What follows belongs to an exercise in optimizing a design on an open flow for small area, a short achievable clock period and few clock cycles per item; a production flow would make more cautious choices. Only simulation tests tie the RTL to the original design; equivalence was not proved. No activity file was given, so power comes from the tool's default toggle rates.

==> flow/design.v (excerpt) <==
module jet_region_cut (
  input  logic        clk,
  input  logic        rst_n,
  input  logic        in_valid,
  output logic        in_ready,
  input  logic [56:0] in_data,
  output logic        out_valid,
  input  logic        out_ready,
  output logic [21:0] out_data,
  input  logic        psel,
  input  logic        penable,
  input  logic        pwrite,
  input  logic [5:0]  paddr,
  input  logic [63:0] pwdata,
  output logic [63:0] prdata,
  output logic        pready
);
  jrc_pkg::jrc_in_t  in_s;
  jrc_pkg::jrc_out_t out_s;
  assign in_s     = in_data;
  assign out_data = out_s;
  fuzzy_jet_region_cut_unit u_unit (
    .clk       (clk),
    .rst_n     (rst_n),
    .in_valid  (in_valid),
    .in_ready  (in_ready),
    .in_data   (in_s),
    .out_valid (out_valid),
    .out_ready (out_ready),
    .out_data  (out_s),
    .psel      (psel),
    .penable   (penable),
    .pwrite    (pwrite),
    .paddr     (paddr),
    .pwdata    (pwdata),
    .prdata    (prdata),
    .pready    (pready)
  );
endmodule
==> flow/config.mk <==
export PLATFORM = sky130hd
export DESIGN_NAME = jet_region_cut
export DESIGN_NICKNAME = jet_region_cut
export VERILOG_FILES = /design/flow/design.v
export SDC_FILE = /design/flow/constraint.sdc
export NUM_CORES = 4
export LEC_CHECK = 0
export ABC_AREA = 1
export CAP_MARGIN = 20
export CORE_MARGIN = 2
export CORE_UTILIZATION = 40
export CTS_BUF_LIST = sky130_fd_sc_hd__clkbuf_8
export CTS_CLUSTER_SIZE = 30
export SLEW_MARGIN = 20
==> flow/constraint.sdc <==
create_clock -name core_clock -period 12.5 [get_ports {clk}]
set_input_delay 2.5000 -clock core_clock [delete_from_list [all_inputs] [get_ports {clk}]]
set_output_delay 2.5000 -clock core_clock [all_outputs]
set_load 0.01 [all_outputs]
standard.sh (not shown) runs the stock make flow with config.mk's settings and CLKGATE_MAP_FILE= SYNTH_SCRIPT=/design/flow/synth_recipe.tcl, a recipe that flattens the netlist after the stock synthesis.
==> flow/flow/run.sh <==
#!/bin/bash
# The standard layout (standard.sh: the standard synthesis, floorplan, placement,
# CTS, routing and finish) with two changes:
#  - ORFS's timing repair aims 6 ns under the clock period, not at most 5 ns;
#  - every input and output port still gets its own buffer (buffer_ports), but the
#    buffer is sky130_fd_sc_hd__buf_2 instead of the clkdlybuf4s50_1 it picks itself.
# The full make output goes to standard_flow.log here; ORFS's own logs are under orfs/logs.
set -euo pipefail
bash standard.sh SETUP_SLACK_MARGIN=6 REMOVE_ABC_BUFFERS=1 "BUFFER_PORTS_ARGS=-buffer_cell sky130_fd_sc_hd__buf_2" finish > standard_flow.log 2>&1
Testbench counts at the start, summed over its fixed seeds: cycles 9,448, items 7,756.
Edit:
--- a/flow/flow/run.sh
+++ b/flow/flow/run.sh
@@ -8,2 +8,2 @@
 set -euo pipefail
-bash standard.sh SETUP_SLACK_MARGIN=6 REMOVE_ABC_BUFFERS=1 "BUFFER_PORTS_ARGS=-buffer_cell sky130_fd_sc_hd__buf_2" finish > standard_flow.log 2>&1
+bash standard.sh SETUP_SLACK_MARGIN=6 "BUFFER_PORTS_ARGS=-buffer_cell sky130_fd_sc_hd__buf_2" finish > standard_flow.log 2>&1
=> The changed run produced a clean layout. Cell count barely changes. Clock power came out lower by about 10%. Global-route usage stays flat. Via count is lower by 0.41%. Final area rose by about 0.5%. First-iteration DRC count drops by about 9%. Routed wire length grows by about 2.2%. Total power drops by about 3.2%. Setup slack got worse by 0.010 ns. Sequential share of layout area stays flat.

* * *

Starting RTL as in the previous note.
==> flow/config.mk <==
export PLATFORM = sky130hd
export DESIGN_NAME = jet_region_cut
export DESIGN_NICKNAME = jet_region_cut
export VERILOG_FILES = /design/flow/design.v
export SDC_FILE = /design/flow/constraint.sdc
export NUM_CORES = 4
export LEC_CHECK = 0
export ABC_AREA = 1
export CAP_MARGIN = 20
export CORE_MARGIN = 2
export CORE_UTILIZATION = 40
export CTS_BUF_LIST = sky130_fd_sc_hd__clkbuf_8
export CTS_CLUSTER_SIZE = 30
export SLEW_MARGIN = 20
==> flow/constraint.sdc <==
create_clock -name core_clock -period 12.5 [get_ports {clk}]
set_input_delay 2.5000 -clock core_clock [delete_from_list [all_inputs] [get_ports {clk}]]
set_output_delay 2.5000 -clock core_clock [all_outputs]
set_load 0.01 [all_outputs]
==> flow/flow/run.sh <==
#!/bin/bash
set -euo pipefail
bash standard.sh SETUP_SLACK_MARGIN=6 finish > standard_flow.log 2>&1
Testbench counts at the start, summed over its fixed seeds: cycles 9,448, items 7,756.
Change:
==> flow/flow/run.sh (replaced) <==
#!/bin/bash
set -euo pipefail
bash standard.sh SETUP_SLACK_MARGIN=7 finish > standard_flow.log 2>&1
- CTS_BUF_LIST: sky130_fd_sc_hd__clkbuf_8 -> unset
- CTS_CLUSTER_SIZE: 30 -> unset
What happened:
- The changed run finished with timing, DRC and antenna clean
- clock-buffer cell count is lower by 24
- sequential power hardly moves
- non-clock buffer count climbs by 213
- total power rose by a few percent
- via count is higher by a little under a tenth
- global-route usage grows by 3.7 points
- routed wire length went up by roughly a tenth
- synthesized cell count is unchanged
- worst setup slack is better by 0.13 ns
- clock power stays flat
- first-iteration DRC count is higher by about a fifth
Change:
==> flow/flow/run.sh (replaced) <==
#!/bin/bash
set -euo pipefail
bash standard.sh SETUP_SLACK_MARGIN=6 finish > standard_flow.log 2>&1
- CORE_UTILIZATION: 40 -> 55
Routed wire length went down by roughly a tenth. Clock power goes up by roughly a tenth. Final cell count decreases by a little under a tenth. Global-route usage is higher by 6.9 points. Sequential power hardly moves. Maximum frequency goes down slightly. Die area shrinks by a quarter to a third. Total power is lower slightly. Design area falls by roughly a tenth. Core utilization goes up by 11 points.
Change:
==> flow/flow/run.sh (replaced) <==
#!/bin/bash
# The standard layout (standard.sh: the standard synthesis, floorplan, placement,
# CTS, routing and finish) with two changes:
#  - ORFS's timing repair aims 6.3 ns under the clock period, not at most 5 ns;
#  - the buffers ABC put in the synthesized netlist are removed at floorplan
#    (REMOVE_ABC_BUFFERS=1), leaving buffering to the resizer;
#  - every input and output port still gets its own buffer (buffer_ports), but the
#    buffer is sky130_fd_sc_hd__buf_2 instead of the clkdlybuf4s50_1 it picks itself.
# The full make output goes to standard_flow.log here; ORFS's own logs are under orfs/logs.
set -euo pipefail
bash standard.sh SETUP_SLACK_MARGIN=6.3 REMOVE_ABC_BUFFERS=1 "BUFFER_PORTS_ARGS=-buffer_cell sky130_fd_sc_hd__buf_2" finish > standard_flow.log 2>&1
- CORE_UTILIZATION: 55 -> 40
- CTS_BUF_LIST: unset -> sky130_fd_sc_hd__clkbuf_8
- CTS_CLUSTER_SIZE: unset -> 30
The changed run went through all stages and came out clean.
Sequential cell count stays the same.
Via count stays flat.
Worst setup slack is better by 0.089 ns.
Design area climbs by a few percent.
Critical path depth rises by 1.
Power climbs slightly.
Count of clock-buffer cells in the layout came out higher by 32.
Combinational power increases by a few percent.
Final cell count rises by a little under a tenth.
Change:
==> flow/flow/run.sh (replaced) <==
#!/bin/bash
set -euo pipefail
bash standard.sh SETUP_SLACK_MARGIN=6 finish > standard_flow.log 2>&1
- CTS_BUF_LIST: sky130_fd_sc_hd__clkbuf_8 -> unset
- CTS_CLUSTER_SIZE: 30 -> unset
Synthesized cell count is unchanged; non-clock buffer count is lower by 57; total power falls by 3.3%; cell area came out lower by 2.3%; register-to-register slack degrades by 0.04 ns; routed wire length fell by 2.1%.

* * *

rev 12:
jet_region_cut again, from the RTL that the note above started with.
Settings: LEC_CHECK=0, ABC_AREA=1, CAP_MARGIN=20, CORE_MARGIN=2, CORE_UTILIZATION=40, CTS_BUF_LIST=sky130_fd_sc_hd__clkbuf_8, CTS_CLUSTER_SIZE=30, SLEW_MARGIN=20; clock period 12.5 ns.
==> flow/flow/run.sh <==
#!/bin/bash
# The standard layout (standard.sh: the standard synthesis, floorplan, placement,
# CTS, routing and finish) with two changes:
#  - ORFS's timing repair aims 6 ns under the clock period, not at most 5 ns;
#  - every input and output port still gets its own buffer (buffer_ports), but the
#    buffer is sky130_fd_sc_hd__buf_1 instead of the clkdlybuf4s50_1 it picks itself.
# The full make output goes to standard_flow.log here; ORFS's own logs are under orfs/logs.
set -euo pipefail
bash standard.sh SETUP_SLACK_MARGIN=6 "BUFFER_PORTS_ARGS=-buffer_cell sky130_fd_sc_hd__buf_1" finish > standard_flow.log 2>&1
Testbench counts of rev 12, summed over its fixed seeds: cycles 9,448, items 7,756.
Input changes introduced in rev 13 (baseline for comparison: rev 12):
--- a/flow/flow/run.sh
+++ b/flow/flow/run.sh
@@ -4,0 +5,2 @@
+#  - the buffers ABC put in the synthesized netlist are removed at floorplan
+#    (REMOVE_ABC_BUFFERS=1), leaving buffering to the resizer;
@@ -6 +8 @@
-#    buffer is sky130_fd_sc_hd__buf_1 instead of the clkdlybuf4s50_1 it picks itself.
+#    buffer is sky130_fd_sc_hd__buf_2 instead of the clkdlybuf4s50_1 it picks itself.
@@ -9 +11 @@
-bash standard.sh SETUP_SLACK_MARGIN=6 "BUFFER_PORTS_ARGS=-buffer_cell sky130_fd_sc_hd__buf_1" finish > standard_flow.log 2>&1
+bash standard.sh SETUP_SLACK_MARGIN=6 REMOVE_ABC_BUFFERS=1 "BUFFER_PORTS_ARGS=-buffer_cell sky130_fd_sc_hd__buf_2" finish > standard_flow.log 2>&1
==> comparison <==
- In the route summary, rev 13 ends up with a via count below that of rev 12.
- In rev 13, the worst-skew pair later-pin latency came out 0.02 ns above the value in rev 12.
- When rev 13 is measured against rev 12, its global router's overall resource usage turns out 0.71 points higher.
- Rev 13: no failed stages, no open violations at the end
- Rev 12 | status: complete | timing, DRC, antenna: pass
- From rev 12 to rev 13, site row count did not move at all.

* * *

Another version of the RTL of jet_region_cut (not shown whole).
For scale: roughly 4,200 cells after synthesis, ~340 flip-flops, about 220 I/O pins, ~0.028 mm2 of cells after synthesis.
## jet_region_cut
module jet_region_cut (
  input  logic        clk,
  input  logic        rst_n,
  input  logic        in_valid,
  output logic        in_ready,
  input  logic [56:0] in_data,
  output logic        out_valid,
  input  logic        out_ready,
  output logic [21:0] out_data,
  input  logic        psel,
  input  logic        penable,
  input  logic        pwrite,
  input  logic [5:0]  paddr,
  input  logic [63:0] pwdata,
  output logic [63:0] prdata,
  output logic        pready
);
  jrc_pkg::jrc_in_t  in_s;
  jrc_pkg::jrc_out_t out_s;
  assign in_s     = in_data;
  assign out_data = out_s;
  fuzzy_jet_region_cut_unit u_unit (
    .clk       (clk),
    .rst_n     (rst_n),
    .in_valid  (in_valid),
    .in_ready  (in_ready),
    .in_data   (in_s),
    .out_valid (out_valid),
    .out_ready (out_ready),
    .out_data  (out_s),
    .psel      (psel),
    .penable   (penable),
    .pwrite    (pwrite),
    .paddr     (paddr),
    .pwdata    (pwdata),
    .prdata    (prdata),
    .pready    (pready)
  );
endmodule
clock: 12.5 ns
lec_check: 0
abc_area: 1
cap_margin: 20
core_margin: 2
core_utilization: 40
setup_slack_margin: 5
slew_margin: 20
run.sh (not shown) runs the stock make flow with config.mk's settings and CLKGATE_MAP_FILE= SYNTH_SCRIPT=/design/flow/synth_recipe.tcl, a recipe that flattens the netlist after the stock synthesis.
Stock flow here: none of the scripts above is used.
The starting point passed the timing, design-rule and antenna checks.
Testbench counts at the start, summed over its fixed seeds: cycles 9,706, items 7,756.
Edit:
==> flow/flow/run.sh (new file) <==
#!/bin/bash
set -euo pipefail
bash standard.sh SETUP_SLACK_MARGIN=6 finish > standard_flow.log 2>&1
==> flow/standard.sh (new file) <==
#!/bin/bash
# synth_recipe.tcl (not shown) runs the flow's synth.tcl, then flattens the netlist and writes it again
# the make line also repeats each setting of config.mk as NAME=value (left out here)
make -C /OpenROAD-flow-scripts/flow DESIGN_CONFIG=/design/flow/config.mk WORK_HOME=/design/flow/orfs CLKGATE_MAP_FILE= SYNTH_SCRIPT=/design/flow/synth_recipe.tcl "${@:-finish}"
SETUP_SLACK_MARGIN = default   (was 5)
removed: flow/run.sh
=> The new run went through all stages and came out clean; via count increases by 3.0%; first-iteration DRC count increases by 9.8%; die area does not change; maximum frequency increases by 10%; non-clock buffer count increases by 55.

==> static timing again, ports no longer ideal <==
The results above use ideal ports. As a check the final layouts listed here were re-extracted and re-timed, cells and wires unchanged. Step 1 (the two cells are an assumption about what drives the block):
set clk [get_ports {clk}]
set_driving_cell -lib_cell sky130_fd_sc_hd__clkbuf_16 $clk
set_driving_cell -lib_cell sky130_fd_sc_hd__buf_2 [delete_from_list [all_inputs] $clk]
Step 2 adds t to the input delays and takes it off the output delays; t is the mean of the earliest and latest rising clock arrival at the registers after step 1. Input paths then give back, and output paths get back, about the clock's delay inside the block. Three values: ideal, step 1, step 2; two values: the first two.
run | t, ns | setup WS [ns] | clock arrival spread, ns | worst register clock-pin slew, ns | cell pins on the clock port's net
the first run of note 1 | 0.724 | 5.972 / 5.903 / 5.903 | 0.066 / 0.065 | 0.08 / 0.08 | 1
the second run of note 1 | 0.774 | 5.962 / 5.924 / 5.924 | 0.059 / 0.059 | 0.07 / 0.07 | 1
the first run of note 2 | 0.742 | 5.946 / 5.923 / 5.888 | 0.051 / 0.051 | 0.07 / 0.07 | 1
the second run of note 2 | 0.646 | 6.072 / 6.048 / 6.048 | 0.012 / 0.012 | 0.07 / 0.07 | 1
the third run of note 2 | 0.667 | 5.972 / 5.945 / 5.945 | 0.060 / 0.059 | 0.07 / 0.07 | 1
the fourth run of note 2 | 0.728 | 6.061 / 6.014 / 6.014 | 0.071 / 0.071 | 0.08 / 0.08 | 1
the fifth run of note 2 | 0.673 | 5.966 / 5.934 / 5.934 | 0.058 / 0.057 | 0.07 / 0.07 | 1
rev 12 | 0.726 | 5.901 / 5.841 / 5.841 | 0.054 / 0.055 | 0.07 / 0.07 | 1
rev 13 | 0.724 | 5.972 / 5.903 / 5.903 | 0.066 / 0.065 | 0.08 / 0.08 | 1
the first run of note 4 | 0.658 | 5.285 / 5.236 / 5.236 | 0.033 / 0.032 | 0.07 / 0.07 | 1
the second run of note 4 | 0.669 | 5.969 / 5.892 / 5.892 | 0.036 / 0.035 | 0.07 / 0.07 | 1
After both steps every run listed still meets setup and hold. The setup slack of the second run of note 4, which loses most, moves by -0.077 ns with the drivers and by -0.077 ns with both steps.
